This is an optimization exercise on Yosys and OpenROAD, whose aim is small area, a short achievable clock period and few clock cycles per item, not a production implementation.
Where RTL was checked, it was by simulation tests only, not by an equivalence proof against the original.
Power is estimated from default activity; no workload was simulated.

run B:
Design fm_frontend_top, start of the top module:
module fm_frontend_top (
    input  logic                 clock,
    input  logic                 i_rst_n,
    input  logic                 i_in_wr_en,
    input  fm_sample_pkg::byte_t i_in_din,
    output logic                 o_in_full,
    input  logic                 i_out_rd_en,
    output fm_sample_pkg::iq_t   o_out_iq,
    output logic                 o_out_empty
);
Size in the first run: ~78 I/O pins, about 0.030 sq mm of cells after synthesis.
==> module fm_frontend_top, before the edit <==
module fm_frontend_top (
    input  logic                 clock,
    input  logic                 i_rst_n,
    input  logic                 i_in_wr_en,
    input  fm_sample_pkg::byte_t i_in_din,
    output logic                 o_in_full,
    input  logic                 i_out_rd_en,
    output fm_sample_pkg::iq_t   o_out_iq,
    output logic                 o_out_empty
);
    localparam int TAPS = 20;
    localparam int RING = 4 * (TAPS - 1);
    logic       full_q;          
    logic       fresh_q;         
    logic       sv_q;            
    logic [7:0] s_q;
    logic [1:0] nl_q;            
    logic [1:0] ln_q;            
    logic [6:0] p_q;             
    logic       u_q;             
    logic       lr_q;            
    logic       hi_q;            
    logic [TAPS-2:0] nt_q;
    logic [1:0]      nr_q;
    logic [TAPS-2:0] mask;
    logic            mc;
    logic [19:0] sum;
    logic [19:0] lo_q;           
    logic [26:0] pi_q;           
    logic [26:0] ori_q, orq_q;
    logic        ov_q;
    logic        accept, pop;
    logic [26:0] y;
    logic        land;
    logic        f00, f01, f10, f11, ring_ok;
    assign accept = i_in_wr_en && !full_q;
    assign pop    = i_out_rd_en && ov_q;
    assign mc = (p_q == 7'(RING - 1)) ? (nr_q == 2'd3)
              : (p_q == 7'(RING - 2)) ? 1'b0
              : nr_q[1];
    assign mask = nt_q | ({nt_q[TAPS-3:0], 1'b1} & {(TAPS-1){mc}});
    channel_fir fir_inst (
        .clock  (clock),
        .i_sv   (sv_q),
        .i_s    (s_q),
        .i_din  (i_in_din),
        .i_mask (mask),
        .i_hi0  (!lr_q),
        .i_hi1  (nl_q[0]),
        .i_hi   (hi_q),
        .i_lo_hi(lo_q[19:8]),
        .o_sum  (sum)
    );
    assign y    = {sum[18:0], lo_q[7:0]};
    assign land = sv_q && (ln_q == 2'd3);
    assign ring_ok = fresh_q || (!sv_q && p_q == 7'(RING - 2));
    assign f00 = !ring_ok || (nl_q == 2'd3 && u_q);
    assign f01 = !ring_ok;
    assign f10 = (nl_q == 2'd2) && u_q;
    assign f11 = 1'b0;
    always_ff @(posedge clock) begin
        s_q  <= i_in_din;
        ln_q <= nl_q;
        hi_q <= nl_q[0];
        if (sv_q && !ln_q[0]) lo_q <= sum;
        if (sv_q && ln_q == 2'd1) pi_q <= y;
        if (land) begin
            ori_q <= pi_q;
            orq_q <= y;
        end
    end
    always_ff @(posedge clock) begin
        if (!i_rst_n) begin
            full_q  <= 1'b0;
            fresh_q <= 1'b1;
            sv_q    <= 1'b0;
            nl_q    <= 2'd0;
            p_q     <= 7'd0;
            u_q     <= 1'b0;
            lr_q    <= 1'b0;
            nt_q    <= '0;
            nr_q    <= 2'd0;
            ov_q    <= 1'b0;
        end else begin
            sv_q    <= accept;
            fresh_q <= fresh_q && !accept;
            if (accept) nl_q <= nl_q + 2'd1;
            if (sv_q || accept || p_q == 7'(RING - 1)) p_q <= 7'd0;
            else p_q <= p_q + 7'd1;
            if (accept && nl_q == 2'd3) u_q <= 1'b1;
            else if (pop) u_q <= 1'b0;
            full_q  <= accept ? (pop ? f11 : f10) : (pop ? f01 : f00);
            lr_q    <= sv_q ? ln_q[0] : !lr_q;
            if (sv_q) begin
                nr_q <= nr_q + 2'd1;
                if (nr_q == 2'd3) nt_q <= {nt_q[TAPS-3:0], 1'b1};
            end
            if (land) ov_q <= 1'b1;
            else if (pop) ov_q <= 1'b0;
        end
    end
    assign o_in_full   = full_q;
    assign o_out_empty = !ov_q;
    assign o_out_iq    = {{5{ori_q[26]}}, ori_q, {5{orq_q[26]}}, orq_q};
endmodule
==> flow/config.mk <==
export PLATFORM = sky130hd
export DESIGN_NAME = fm_frontend_top
export DESIGN_NICKNAME = fm_frontend_top
export VERILOG_FILES = /design/flow/design.v
export SDC_FILE = /design/flow/constraint.sdc
export NUM_CORES = 4
export LEC_CHECK = 0
export CAP_MARGIN = 20
export CORE_MARGIN = 2
export CORE_UTILIZATION = 40
export CTS_BUF_LIST = sky130_fd_sc_hd__clkbuf_16
export CTS_CLUSTER_DIAMETER = 100
export CTS_CLUSTER_SIZE = 30
export SLEW_MARGIN = 20
export SYNTH_HIERARCHICAL = 1
export SYNTH_MINIMUM_KEEP_SIZE = 0
==> flow/constraint.sdc <==
create_clock -name core_clock -period 12.0 [get_ports {clock}]
set_input_delay 2.4000 -clock core_clock [delete_from_list [all_inputs] [get_ports {clock}]]
set_output_delay 2.4000 -clock core_clock [all_outputs]
set_load 0.01 [all_outputs]
standard.sh (not shown) runs the stock make flow with config.mk's settings and CLKGATE_MAP_FILE= SYNTH_SCRIPT=/design/flow/synth_recipe.tcl, a recipe that flattens the netlist after the stock synthesis.
==> flow/flow/run.sh <==
#!/bin/bash
# The standard layout, with the port buffers the standard flow's flow inserts made
# from a plain buffer cell instead of the default pick (a delay buffer).
set -euo pipefail
bash standard.sh BUFFER_PORTS_ARGS="-buffer_cell sky130_fd_sc_hd__buf_2" finish > standard.log 2>&1
Run B: all stages complete, timing, DRC and antenna checks passed
For run G, these inputs were changed with respect to run B:
diff --git a/flow/design.v b/flow/design.v
--- a/flow/design.v
+++ b/flow/design.v
@@ -1141,35 +1141,40 @@
     logic [6:0] p_q;             
     logic       u_q;             
     logic       lr_q;            
     logic       hi_q;            
     logic [TAPS-2:0] nt_q;
     logic [1:0]      nr_q;
-    logic [TAPS-2:0] mask;
-    logic            mc;
+    logic [TAPS-2:0] mask_q;
+    logic [6:0]      p_n;
+    logic [TAPS-2:0] nt_n;
+    logic [1:0]      nr_n;
+    logic            mc_n;
     logic [19:0] sum;
     logic [19:0] lo_q;           
     logic [26:0] pi_q;           
     logic [26:0] ori_q, orq_q;
     logic        ov_q;
     logic        accept, pop;
     logic [26:0] y;
     logic        land;
     logic        f00, f01, f10, f11, ring_ok;
     assign accept = i_in_wr_en && !full_q;
     assign pop    = i_out_rd_en && ov_q;
-    assign mc = (p_q == 7'(RING - 1)) ? (nr_q == 2'd3)
-              : (p_q == 7'(RING - 2)) ? 1'b0
-              : nr_q[1];
-    assign mask = nt_q | ({nt_q[TAPS-3:0], 1'b1} & {(TAPS-1){mc}});
+    assign p_n  = (sv_q || accept || p_q == 7'(RING - 1)) ? 7'd0 : p_q + 7'd1;
+    assign nr_n = nr_q + {1'b0, sv_q};
+    assign nt_n = (sv_q && nr_q == 2'd3) ? {nt_q[TAPS-3:0], 1'b1} : nt_q;
+    assign mc_n = (p_n == 7'(RING - 1)) ? (nr_n == 2'd3)
+                : (p_n == 7'(RING - 2)) ? 1'b0
+                : nr_n[1];
     channel_fir fir_inst (
         .clock  (clock),
         .i_sv   (sv_q),
         .i_s    (s_q),
         .i_din  (i_in_din),
-        .i_mask (mask),
+        .i_mask (mask_q),
         .i_hi0  (!lr_q),
         .i_hi1  (nl_q[0]),
         .i_hi   (hi_q),
         .i_lo_hi(lo_q[19:8]),
         .o_sum  (sum)
     );
@@ -1199,27 +1204,26 @@
             nl_q    <= 2'd0;
             p_q     <= 7'd0;
             u_q     <= 1'b0;
             lr_q    <= 1'b0;
             nt_q    <= '0;
             nr_q    <= 2'd0;
+            mask_q  <= '0;
             ov_q    <= 1'b0;
         end else begin
             sv_q    <= accept;
             fresh_q <= fresh_q && !accept;
             if (accept) nl_q <= nl_q + 2'd1;
-            if (sv_q || accept || p_q == 7'(RING - 1)) p_q <= 7'd0;
-            else p_q <= p_q + 7'd1;
+            p_q     <= p_n;
             if (accept && nl_q == 2'd3) u_q <= 1'b1;
             else if (pop) u_q <= 1'b0;
             full_q  <= accept ? (pop ? f11 : f10) : (pop ? f01 : f00);
             lr_q    <= sv_q ? ln_q[0] : !lr_q;
-            if (sv_q) begin
-                nr_q <= nr_q + 2'd1;
-                if (nr_q == 2'd3) nt_q <= {nt_q[TAPS-3:0], 1'b1};
-            end
+            nr_q    <= nr_n;
+            nt_q    <= nt_n;
+            mask_q  <= nt_n | ({nt_n[TAPS-3:0], 1'b1} & {(TAPS-1){mc_n}});
             if (land) ov_q <= 1'b1;
             else if (pop) ov_q <= 1'b0;
         end
     end
     assign o_in_full   = full_q;
     assign o_out_empty = !ov_q;
- Run G finished every step from synthesis to the final layout, and the layout passed the timing, DRC and antenna checks.
- Taking run B as the reference, in run G combinational share of power lost 0.3 points, number of cells on the worst hold path neither gained nor lost much, post-layout instance area picked up an extra about 1.2%, number of instances in the synthesized netlist picked up an extra 7.
- Run G ends up with a overall power of the completed layout that is about 1.5% higher than in run B.
- The mux share of post-synthesis cell area in run G sits 0.61 points above the value recorded for run B.
- Run G and run B ended up with nearly the same area growth from synthesis to layout.
- Setup slack on the worst flop-to-flop path for run G is higher than for run B.
- Relative to run B, the sequential share of layout area of run G is higher by 0.44 points.
Testbench counts of run G, summed over its fixed seeds: cycles 8,208, items 2,048.
No functional check of the RTL was part of run B.

* * *

fm_frontend_top, a different RTL version from the one above (not shown whole).
Size: roughly 1800 cells after synthesis, roughly 910 flip-flops, ~78 I/O pins.
==> module fm_frontend_top, before the edit <==
module fm_frontend_top (
    input  logic                 clock,
    input  logic                 i_rst_n,
    input  logic                 i_in_wr_en,
    input  fm_sample_pkg::byte_t i_in_din,
    output logic                 o_in_full,
    input  logic                 i_out_rd_en,
    output fm_sample_pkg::iq_t   o_out_iq,
    output logic                 o_out_empty
);
    localparam int TAPS = 20;
    localparam int RING = 4 * (TAPS - 1);
    logic       full_q;          
    logic       fresh_q;         
    logic       sv_q;            
    logic [7:0] s_q;
    logic [1:0] nl_q;            
    logic [1:0] ln_q;            
    logic [6:0] p_q;             
    logic       u_q;             
    logic       lr_q;            
    logic       hi_q;            
    logic [4:0]      nm_q;
    logic [1:0]      nr_q;
    logic [TAPS-2:0] mask_q;
    logic [6:0]      p_n;
    logic [4:0]      nm_n;
    logic [TAPS-2:0] nt_n;           
    logic [1:0]      nr_n;
    logic            mc_n;
    logic [19:0] sum;
    logic [19:0] lo_q;           
    logic [26:0] pi_q;           
    logic [26:0] ori_q, orq_q;
    logic        ov_q;
    logic        accept, pop;
    logic [26:0] y;
    logic        land;
    logic        f00, f01, f10, f11, ring_ok;
    assign accept = i_in_wr_en && !full_q;
    assign pop    = i_out_rd_en && ov_q;
    assign p_n  = (sv_q || accept || p_q == 7'(RING - 1)) ? 7'd0 : p_q + 7'd1;
    assign nr_n = nr_q + {1'b0, sv_q};
    assign nm_n = (sv_q && nr_q == 2'd3 && nm_q != 5'(TAPS - 1)) ? nm_q + 5'd1 : nm_q;
    for (genvar j = 0; j < TAPS - 1; j++) begin : g_nt
        assign nt_n[j] = (nm_n > 5'(j));
    end
    assign mc_n = (p_n == 7'(RING - 1)) ? (nr_n == 2'd3)
                : (p_n == 7'(RING - 2)) ? 1'b0
                : nr_n[1];
    channel_fir fir_inst (
        .clock  (clock),
        .i_sv   (sv_q),
        .i_s    (s_q),
        .i_din  (i_in_din),
        .i_mask (mask_q),
        .i_hi0  (!lr_q),
        .i_hi1  (nl_q[0]),
        .i_hi   (hi_q),
        .i_lo_hi(lo_q[19:8]),
        .o_sum  (sum)
    );
    assign y    = {sum[18:0], lo_q[7:0]};
    assign land = sv_q && (ln_q == 2'd3);
    assign ring_ok = fresh_q || (!sv_q && p_q == 7'(RING - 2));
    assign f00 = !ring_ok || (nl_q == 2'd3 && u_q);
    assign f01 = !ring_ok;
    assign f10 = (nl_q == 2'd2) && u_q;
    assign f11 = 1'b0;
    always_ff @(posedge clock) begin
        s_q  <= i_in_din;
        ln_q <= nl_q;
        hi_q <= nl_q[0];
        if (sv_q && !ln_q[0]) lo_q <= sum;
        if (sv_q && ln_q == 2'd1) pi_q <= y;
        if (land) begin
            ori_q <= pi_q;
            orq_q <= y;
        end
    end
    always_ff @(posedge clock) begin
        if (!i_rst_n) begin
            full_q  <= 1'b0;
            fresh_q <= 1'b1;
            sv_q    <= 1'b0;
            nl_q    <= 2'd0;
            p_q     <= 7'd0;
            u_q     <= 1'b0;
            lr_q    <= 1'b0;
            nm_q    <= 5'd0;
            nr_q    <= 2'd0;
            mask_q  <= '0;
            ov_q    <= 1'b0;
        end else begin
            sv_q    <= accept;
            fresh_q <= fresh_q && !accept;
            if (accept) nl_q <= nl_q + 2'd1;
            p_q     <= p_n;
            if (accept && nl_q == 2'd3) u_q <= 1'b1;
            else if (pop) u_q <= 1'b0;
            full_q  <= accept ? (pop ? f11 : f10) : (pop ? f01 : f00);
            lr_q    <= sv_q ? ln_q[0] : !lr_q;
            nr_q    <= nr_n;
            nm_q    <= nm_n;
            mask_q  <= nt_n | ({nt_n[TAPS-3:0], 1'b1} & {(TAPS-1){mc_n}});
            if (land) ov_q <= 1'b1;
            else if (pop) ov_q <= 1'b0;
        end
    end
    assign o_in_full   = full_q;
    assign o_out_empty = !ov_q;
    assign o_out_iq    = {{5{ori_q[26]}}, ori_q, {5{orq_q[26]}}, orq_q};
endmodule
clock: 12.0 ns
lec_check: 0
cap_margin: 20
core_margin: 2
core_utilization: 40
cts_buf_list: sky130_fd_sc_hd__clkbuf_16
cts_cluster_diameter: 100
cts_cluster_size: 30
slew_margin: 20
synth_hierarchical: 1
synth_minimum_keep_size: 0
==> flow/flow/run.sh <==
#!/bin/bash
# The standard layout, with the port buffers the standard flow's flow inserts made
# from a plain buffer cell instead of the default pick (a delay buffer),
# and the timing repair steps aiming at a setup slack of 8.4 ns.
set -euo pipefail
bash standard.sh BUFFER_PORTS_ARGS="-buffer_cell sky130_fd_sc_hd__buf_2" SETUP_SLACK_MARGIN=8.4 finish > standard.log 2>&1
Testbench counts at the start, summed over its fixed seeds: cycles 8,208, items 2,048.
==> next run, changes <==
--- a/flow/design.v
+++ b/flow/design.v
@@ -1141,7 +1141,6 @@
     logic [6:0] p_q;             
     logic       u_q;             
     logic       lr_q;            
-    logic       hi_q;            
     logic [4:0]      nm_q;
     logic [1:0]      nr_q;
     logic [TAPS-2:0] mask_q;
@@ -1152,11 +1151,11 @@
     logic            mc_n;
     logic [19:0] sum;
     logic [19:0] lo_q;           
-    logic [26:0] pi_q;           
-    logic [26:0] ori_q, orq_q;
+    logic [27:0] pi_q;           
+    logic [27:0] ori_q, orq_q;
     logic        ov_q;
     logic        accept, pop;
-    logic [26:0] y;
+    logic [27:0] y;
     logic        land;
     logic        f00, f01, f10, f11, ring_ok;
     assign accept = i_in_wr_en && !full_q;
@@ -1178,11 +1177,11 @@
         .i_mask (mask_q),
         .i_hi0  (!lr_q),
         .i_hi1  (nl_q[0]),
-        .i_hi   (hi_q),
+        .i_hi   (ln_q[0]),
         .i_lo_hi(lo_q[19:8]),
         .o_sum  (sum)
     );
-    assign y    = {sum[18:0], lo_q[7:0]};
+    assign y    = {sum, lo_q[7:0]};
     assign land = sv_q && (ln_q == 2'd3);
     assign ring_ok = fresh_q || (!sv_q && p_q == 7'(RING - 2));
     assign f00 = !ring_ok || (nl_q == 2'd3 && u_q);
@@ -1192,7 +1191,6 @@
     always_ff @(posedge clock) begin
         s_q  <= i_in_din;
         ln_q <= nl_q;
-        hi_q <= nl_q[0];
         if (sv_q && !ln_q[0]) lo_q <= sum;
         if (sv_q && ln_q == 2'd1) pi_q <= y;
         if (land) begin
@@ -1231,6 +1229,7 @@
     end
     assign o_in_full   = full_q;
     assign o_out_empty = !ov_q;
-    assign o_out_iq    = {{5{ori_q[26]}}, ori_q, {5{orq_q[26]}}, orq_q};
+    assign o_out_iq    = {{3{ori_q[27]}}, {3{ori_q[26]}}, ori_q[25:0],
+                          {3{orq_q[27]}}, {3{orq_q[26]}}, orq_q[25:0]};
 endmodule
 `default_nettype wire
Die area hardly moves.
Utilization went up by 0.32 points.
Via count went up by 1.9%.
Count of clock-buffer cells in the layout went up by 1.
Area after synthesis stays flat.
Critical path depth is unchanged.
Cell area went up by 0.90%.
Synthesized cell count went up by 0.44%.
Wire length hardly moves.
Global-route usage is about the same.
Total power went up by 2.1%.
Worst hold slack hardly moves.
Setup slack improves by 0.016 ns.
For the second run of this note, only the layout was checked, not whether the RTL still works.

[what the ideal ports hide]
In the flow no input, the clock included, has a driving cell. The finished layouts below were timed again as built, in two steps. Step 1, drivers: a clkbuf_16 drives clock and a buf_2 each remaining input, both assumed. Step 2 adds t to the input delays and takes it off the output delays; t is the mean of the earliest and latest rising clock arrival at the registers after step 1. Input paths then give back, and output paths get back, about the clock's delay inside the block. Slacks: ideal / step 1 / step 2; pairs: ideal / step 1.
run	shift t [ns]	setup WS [ns]	hold slack, ns
run B	0.641	6.345 / 6.345 / 6.345	0.321 / 0.321 / 0.321
run G	0.648	8.179 / 8.179 / 7.757	0.326 / 0.326 / 0.326
the first run of note 2	0.635	8.381 / 8.322 / 7.972	0.323 / 0.323 / 0.323
the second run of note 2	0.657	8.398 / 8.337 / 7.980	0.325 / 0.325 / 0.325
After both steps setup and hold are still met in every run listed. The setup slack of run G, which loses most, moves by 0.000 ns with the drivers and by -0.422 ns with both steps.
